Source: an optimization exercise on an open RTL-to-GDS flow (aim: small area, a short achievable clock period and few clock cycles per item). Production flows keep margins and buffers that such runs may drop. Only simulation tests tie the RTL to the original design; equivalence was not proved.

[run.sh]
#!/bin/bash
# synth_recipe.tcl (not shown) runs the flow's synth.tcl, then flattens the netlist and writes it again
# the make line also repeats each setting of config.mk as NAME=value (left out here)
make -C /OpenROAD-flow-scripts/flow DESIGN_CONFIG=/design/flow/config.mk WORK_HOME=/design/flow/orfs CLKGATE_MAP_FILE= SYNTH_SCRIPT=/design/flow/synth_recipe.tcl finish
[config.mk]
export PLATFORM = sky130hd
export DESIGN_NAME = pe
export DESIGN_NICKNAME = pe
export VERILOG_FILES = /design/flow/design.v
export SDC_FILE = /design/flow/constraint.sdc
export NUM_CORES = 4
export LEC_CHECK = 0
export CAP_MARGIN = 20
export CORE_MARGIN = 2
export CORE_UTILIZATION = 40
export SLEW_MARGIN = 20
[constraint.sdc]
create_clock -name core_clock -period 11.0 [get_ports {clk}]
set_input_delay 2.2000 -clock core_clock [delete_from_list [all_inputs] [get_ports {clk}]]
set_output_delay 2.2000 -clock core_clock [all_outputs]
set_load 0.01 [all_outputs]
[design.v]
package pe_pkg;
    localparam int INT_BITS   = 4;
    localparam int FRAC_BITS  = 16;
    localparam int DATA_W     = INT_BITS + FRAC_BITS;
    localparam int TILE_ROWS  = 4;
    localparam int TILE_COLS  = 4;
    localparam int TILE_ELEMS = TILE_ROWS * TILE_COLS;
    localparam int ELEM_IDX_W = $clog2(TILE_ELEMS);
    localparam int FIFO_DEPTH = 16;
    localparam int FIFO_PTR_W = $clog2(FIFO_DEPTH);
    localparam int FIFO_CNT_W = $clog2(FIFO_DEPTH + 1);
    localparam int ACC_W      = 48;  
    localparam int TILE_W     = TILE_ELEMS * DATA_W;
    localparam int PAIR_W     = 2 * DATA_W + 1;
endpackage
`timescale 1ns/100ps
module sparsity_packer (
    input  logic                          clk,
    input  logic                          i_reset,
    input  logic                          i_input_ready,
    input  logic                          i_mode,
    input  logic [pe_pkg::TILE_W-1:0]     i_in,
    input  logic [pe_pkg::TILE_W-1:0]     i_w,
    input  logic [pe_pkg::TILE_ELEMS-1:0] i_in_mask,
    input  logic [pe_pkg::TILE_ELEMS-1:0] i_w_mask,
    output logic                          o_ready,
    output logic [pe_pkg::DATA_W-1:0]     o_act,
    output logic [pe_pkg::DATA_W-1:0]     o_wgt,
    output logic                          o_last
);
    localparam int DATA_W = pe_pkg::DATA_W;
    localparam int NE     = pe_pkg::TILE_ELEMS;
    logic [NE-1:0]     done_q;    
    logic              ready_q;
    logic [NE-1:0]     rem;
    logic [NE-1:0]     sel_w;     
    logic [NE-1:0]     sel_a;     
    logic [NE-1:0]     below;     
    logic [DATA_W-1:0] act;
    logic [DATA_W-1:0] wgt;
    logic              le2;       
    logic [1:0]        cnt;
    logic [NE-1:0]     p;
    assign rem = (i_in_mask & i_w_mask & ~done_q) & {NE{i_input_ready}};
    always_comb begin
        p = rem;
        for (int s = 1; s < NE; s = s * 2) begin
            p = p | (p << s);
        end
        below = p << 1;
        sel_w = rem & ~below;
        for (int k = 0; k < NE; k++) sel_a[k] = i_mode ? sel_w[k] : sel_w[(k%4)*4 + k/4];
    end
    always_comb begin
        act = '0;
        wgt = '0;
        for (int k = 0; k < NE; k++) begin
            act = act | (i_in[k*DATA_W +: DATA_W] & {DATA_W{sel_a[k]}});
            wgt = wgt | (i_w[k*DATA_W +: DATA_W]  & {DATA_W{sel_w[k]}});
        end
    end
    function automatic logic [1:0] sat_add(input logic [1:0] a, input logic [1:0] b);
        logic [2:0] t;
        t = a + b;
        if (t[2]) sat_add = 2'd3;
        else      sat_add = t[1:0];
    endfunction
    logic [1:0] c1 [0:7];
    logic [1:0] c2 [0:3];
    logic [1:0] c3 [0:1];
    always_comb begin
        for (int k = 0; k < 8; k++) c1[k] = {rem[2*k] & rem[2*k+1], rem[2*k] ^ rem[2*k+1]};
        for (int k = 0; k < 4; k++) c2[k] = sat_add(c1[2*k], c1[2*k+1]);
        for (int k = 0; k < 2; k++) c3[k] = sat_add(c2[2*k], c2[2*k+1]);
        cnt = sat_add(c3[0], c3[1]);
        le2 = (cnt != 2'd3);
    end
    always_ff @(posedge clk) begin
        if (i_reset) begin
            done_q  <= '0;
            ready_q <= 1'b0;
        end else if (i_input_ready) begin
            if (ready_q) begin
                done_q  <= '0;
                ready_q <= 1'b0;
            end else begin
                done_q  <= done_q | sel_w;
                ready_q <= le2;
            end
        end
    end
    always_ff @(posedge clk) begin
        o_act  <= act;
        o_wgt  <= wgt;
    end
    always_ff @(posedge clk) begin
        if (i_reset) o_last <= 1'b0;
        else         o_last <= i_input_ready && ready_q;
    end
    assign o_ready = ready_q;
endmodule
`timescale 1ns/100ps
module mac_accumulator (
    input  logic                      clk,
    input  logic                      i_reset,
    input  logic [pe_pkg::DATA_W-1:0] i_act,
    input  logic [pe_pkg::DATA_W-1:0] i_wgt,
    input  logic                      i_last,
    output logic                      o_result_valid,
    output logic [pe_pkg::DATA_W-1:0] o_result
);
    localparam int DATA_W = pe_pkg::DATA_W;
    localparam int FRAC   = pe_pkg::FRAC_BITS;
    localparam int SW     = FRAC + DATA_W;  
    logic [SW-1:0] acc;
    logic          clr_q;
    logic signed [SW-1:0]     prod;
    logic signed [DATA_W-1:0] act_s;
    logic signed [DATA_W-1:0] wgt_s;
    assign act_s = i_act;
    assign wgt_s = i_wgt;
    assign prod  = act_s * wgt_s;  
    always_ff @(posedge clk) begin
        acc <= (clr_q ? '0 : acc) + prod;
    end
    always_ff @(posedge clk) begin
        clr_q          <= i_reset | i_last;
        o_result_valid <= !i_reset && i_last;
    end
    assign o_result = acc[SW-1:FRAC];
endmodule
`timescale 1ns/100ps
module pe (
    input  logic                          clk,
    input  logic                          i_reset,
    input  logic                          i_input_ready,
    input  logic                          i_mode,
    input  logic [pe_pkg::TILE_W-1:0]     i_in,
    input  logic [pe_pkg::TILE_W-1:0]     i_w,
    input  logic [pe_pkg::TILE_ELEMS-1:0] i_in_mask,
    input  logic [pe_pkg::TILE_ELEMS-1:0] i_w_mask,
    output logic                          o_ready,
    output logic                          o_result_valid,
    output logic [pe_pkg::DATA_W-1:0]     o_result
);
    localparam int DATA_W = pe_pkg::DATA_W;
    logic [DATA_W-1:0] act;
    logic [DATA_W-1:0] wgt;
    logic              last;
    sparsity_packer u_sparsity_packer (
        .clk(clk), .i_reset(i_reset), .i_input_ready(i_input_ready), .i_mode(i_mode),
        .i_in(i_in), .i_w(i_w), .i_in_mask(i_in_mask), .i_w_mask(i_w_mask),
        .o_ready(o_ready), .o_act(act), .o_wgt(wgt), .o_last(last)
    );
    mac_accumulator u_mac_accumulator (
        .clk(clk), .i_reset(i_reset), .i_act(act), .i_wgt(wgt), .i_last(last),
        .o_result_valid(o_result_valid), .o_result(o_result)
    );
endmodule
==> metrics.yaml <==
clock-root-buffer: "clkbuf_16"
finalWirelength_mm: 118.1
die_w_um: 246.9
muxShareOfSynthArea: 0.02052
post_synth_instance_area_um2: 23600
remaining_drc_errors: 0
num_vias: 23100
synth_sequential_area_ratio: 0.08143
tightest_slew_ps: 1119
post-route-min-period_ps: 7709
clock_slew_seen_by_the_registers_of_the_worst_setup_and_hold_paths_ps: 80
min_period_over_period: 0.7009
netlist-cell-type-count: 56
hp-class: "reg2reg"
drt.antenna.violating_nets: 0
routed_wire_length_per_instance_um: 29.36
layout.cells.most_common_list: "696 x clkdlybuf4s50_1, 521 x inv_1, 430 x fa_1, 267 x nand2_1, 198 x and2_1"
h-tree-depth: 3
starting_density_of_the_core: 0.4021
post_synth_and_or_nand_nor_area_fraction: 0.1500
critical_path_peak_fanout: 20
yosysTopAreaCellShare: 0.3648
synth_area_per_cell_um2: 8.783
place_hpwl_mm: 101.0
die_height_um: 246.9
cp_top_family: "adder cells"
post_dp_cell_area_um2: 30990
cpMostUsedCell: "fa_1"
area_delta_synth_final_pct: 32.84
run_status: "no timing/DRC/antenna violations"
synthXorXnorAreaFrac: 0.01856
clock_tree_buf_depth: 2
post_cts.repair.setup_buffers: 0
synth_top_area_cell: "fa_1"
timing.max_cap.violations: 0
unrepaired_setup_endpoints_after_global_routing: "no"
cp.arrival_ps: 8000
post_route_cells_drive_above_1_share: 0.02940
cts_tree: "done"
yosys-top-cells-area: "fa_1 36%, inv_1 8.3%, dfxtp_1 8.1%"
drt-pass1-iter-count: 8
holdWs_ps: 461.2
placer_s_final_routability_congestion_estimate: 1.047
grt_pass1_vias: 24370
synth-compound-area-share: 0.1691
postSynthRegisterBits: 96
insertion_delay_ps: 400
ys_dominant_reg_cell: "dfxtp_1"
filler_cell_count: 5333
syn-num-nets: 3935
max_freq_mhz: 129.7
count_of_input_and_output_buffers: 697
tritoncts.num_buffers: 9
synth-adder-area-share: 0.4400
crit_slowest_cell: "dfxtp_1"
core_area_um2: 58690
max-slew-margin-rel: 0.2517
finalSetupTns_ps: 0
die_area_um2: 60960
num_io_pins: 698
required_ps: 11290
synth_top_family_by_area: "adder cells"
cp_num_buf_inv: 6
maximum_number_of_pins_on_one_net_before_global_route_repair: 90
grt_usage: 0.3876
postSynthCellCount: 2687
vias_per_cell: 5.741
critPathLaunchType: "register"
cell_row_count: 89
clock_sink_count: 96
grt_overflow: 0
number_of_buffers_inserted_by_hold_repair_at_cts: 0
grt_antenna_before_repair: 28
cts_resized: 0
critical_path.max_stage_delay_ps: 800
finalMaxSlewViolations: 0
final_net_count: 4475
synth_edf_count: 0
worstSetupEndpointType: "register"
wire_length_of_the_first_global_routing_pass_mm: 166.9
cp_cell_sequence: "and2_1 > fa_1 > fa_1 > inv_1 > fa_1 > inv_1 > fa_1 > inv_1 > fa_1 > inv_1 > fa_1 > inv_1 > fa_1 > inv_1 > ha_1 > a21oi_1 > nand2_1 > a221o_1 > a31o_2 > a311o_1 > a311oi_1 > nor2_1 > o311ai_0"
iteration_0_drc_markers: 2104
postSynth.asyncResetShare: 0
path_class: "reg2reg"
most_common_library_cell_in_the_layout_ignoring_fill_and_taps: "clkdlybuf4s50_1"
setup_viol: 0
yosysWarningCount: 5
fin_worst_skew_ps: 13.92
report.final.hold_viol_count: 0
post_route_cell_area_um2: 31350
-- stage by stage --
stage | utilization | setup slack, ps | cells
after floorplan | - | 4297 | 2687
after global placement | 0.5278 | 3598 | 3988
after detailed placement | 0.5280 | 3462 | 3989
after CTS | 0.5333 | 3427 | 4004
after global routing | 0.5340 | 2943 | 4019
final | 0.5342 | 3291 | 4023
-- per-layer routing --
layer,routed length [um],global-route usage,share of wire
met5,26,0,0.00022
met1,41990,0.4375,0.36
met3,9444,0.06794,0.080
met4,9094,0.2656,0.077
met2,57560,0.6666,0.49
-- cells by family (layout without fill, tap and decap cells) --
logic type	Yosys count	in the layout
flip-flops	96	96
adder cells (fa/ha/maj)	572	572
other	0	19
XOR/XNOR	50	50
buffers and inverters	724	1268
AO/OA/AOI/OAI	520	520
AND/OR/NAND/NOR	680	680
multiplexers	45	45
-- registers in the layout, summed over array words and instances (netlist names) --
name                              cells
u_sparsity_packer.ready_q             1
u_mac_accumulator.clr_q               1
u_sparsity_packer.done_q             16
u_sparsity_packer.o_last              1
u_mac_accumulator.o_result_valid      1
u_sparsity_packer.o_wgt              20
u_mac_accumulator.acc                36
u_sparsity_packer.o_act              20
-- layout make-up --
class	instances	area, um^2	share of cell area
Multi-Input combinational cell	1867	18900	0.6028
Timing Repair Buffer	732	7248	0.2312
Inverter	521	1956	0.06238
Sequential cell	96	1922	0.06130
Tap cell	773	967.2	0.03085
Clock buffer	10	229.0	0.007304
Clock inverter	5	81.33	0.002594
Antenna cell	19	47.55	0.001517
-- worst paths after layout --
| check | startpoint | to | slack (ps) | depth (start not counted) |
|---|---|---|---|---|
| worst max-delay path | u_sparsity_packer.o_wgt[4] | u_mac_accumulator.acc[32] | 3290 | 23 |
| worst min-delay path | u_sparsity_packer.done_q[10] | u_sparsity_packer.done_q[10] | 460 | 1 |
| worst max register to register | u_sparsity_packer.o_wgt[4] | u_mac_accumulator.acc[32] | 3290 | 23 |
| worst min register to register | u_sparsity_packer.done_q[10] | u_sparsity_packer.done_q[10] | 460 | 1 |
-- synthesized netlist by cell type (7+ instances only) --
library cell  count
a211o_1          19
a221o_1          41
a221oi_1        101
mux2i_1          21
a222oi_1         41
nor3_1            9
xor2_1           11
nor2_1           28
buf_1             7
mux2_2           23
nand3_1          47
xnor2_1          39
nand4b_1         13
a22oi_1         119
clkbuf_1        147
buf_2            26
nand2_1         267
a21o_1           13
o21ai_0          36
inv_1           521
a211oi_1          7
and2_1          199
a21oi_1          83
nor2b_1          31
o21a_1           22
or4_1            19
a22o_1           19
buf_4            20
ha_1            142
nand2b_1         40
fa_1            430
dfxtp_1          96
Testbench counts, summed over its fixed seeds: cycles 25,972, items 4,000.

-- port drivers added, routing unchanged --
No port has a modelled driver above. Below, the same layout with a new extraction and two added sets of constraints. Step 1 (the two cells are an assumption about what drives the block):
set clk [get_ports {clk}]
set_driving_cell -lib_cell sky130_fd_sc_hd__clkbuf_16 $clk
set_driving_cell -lib_cell sky130_fd_sc_hd__buf_2 [delete_from_list [all_inputs] $clk]
Step 2 also shifts input and output timing later by t, the mid clock arrival at the registers, as if the neighbouring blocks saw the same clock. a / b / c = no drivers / after step 1 / after step 2; a / b = the first two.
shift t [ns]: 0.448
setup slack, ns: 3.291 / 3.291 / 3.291
worst hold slack (ns): 0.461 / 0.461 / 0.461
worst slew at a driven data input, ns: 0.21
pins driven straight from the clock port: 1
After both steps this run still meets setup and hold. For this run, drivers alone change the setup slack by 0.000 ns; drivers and shift together by 0.000 ns.
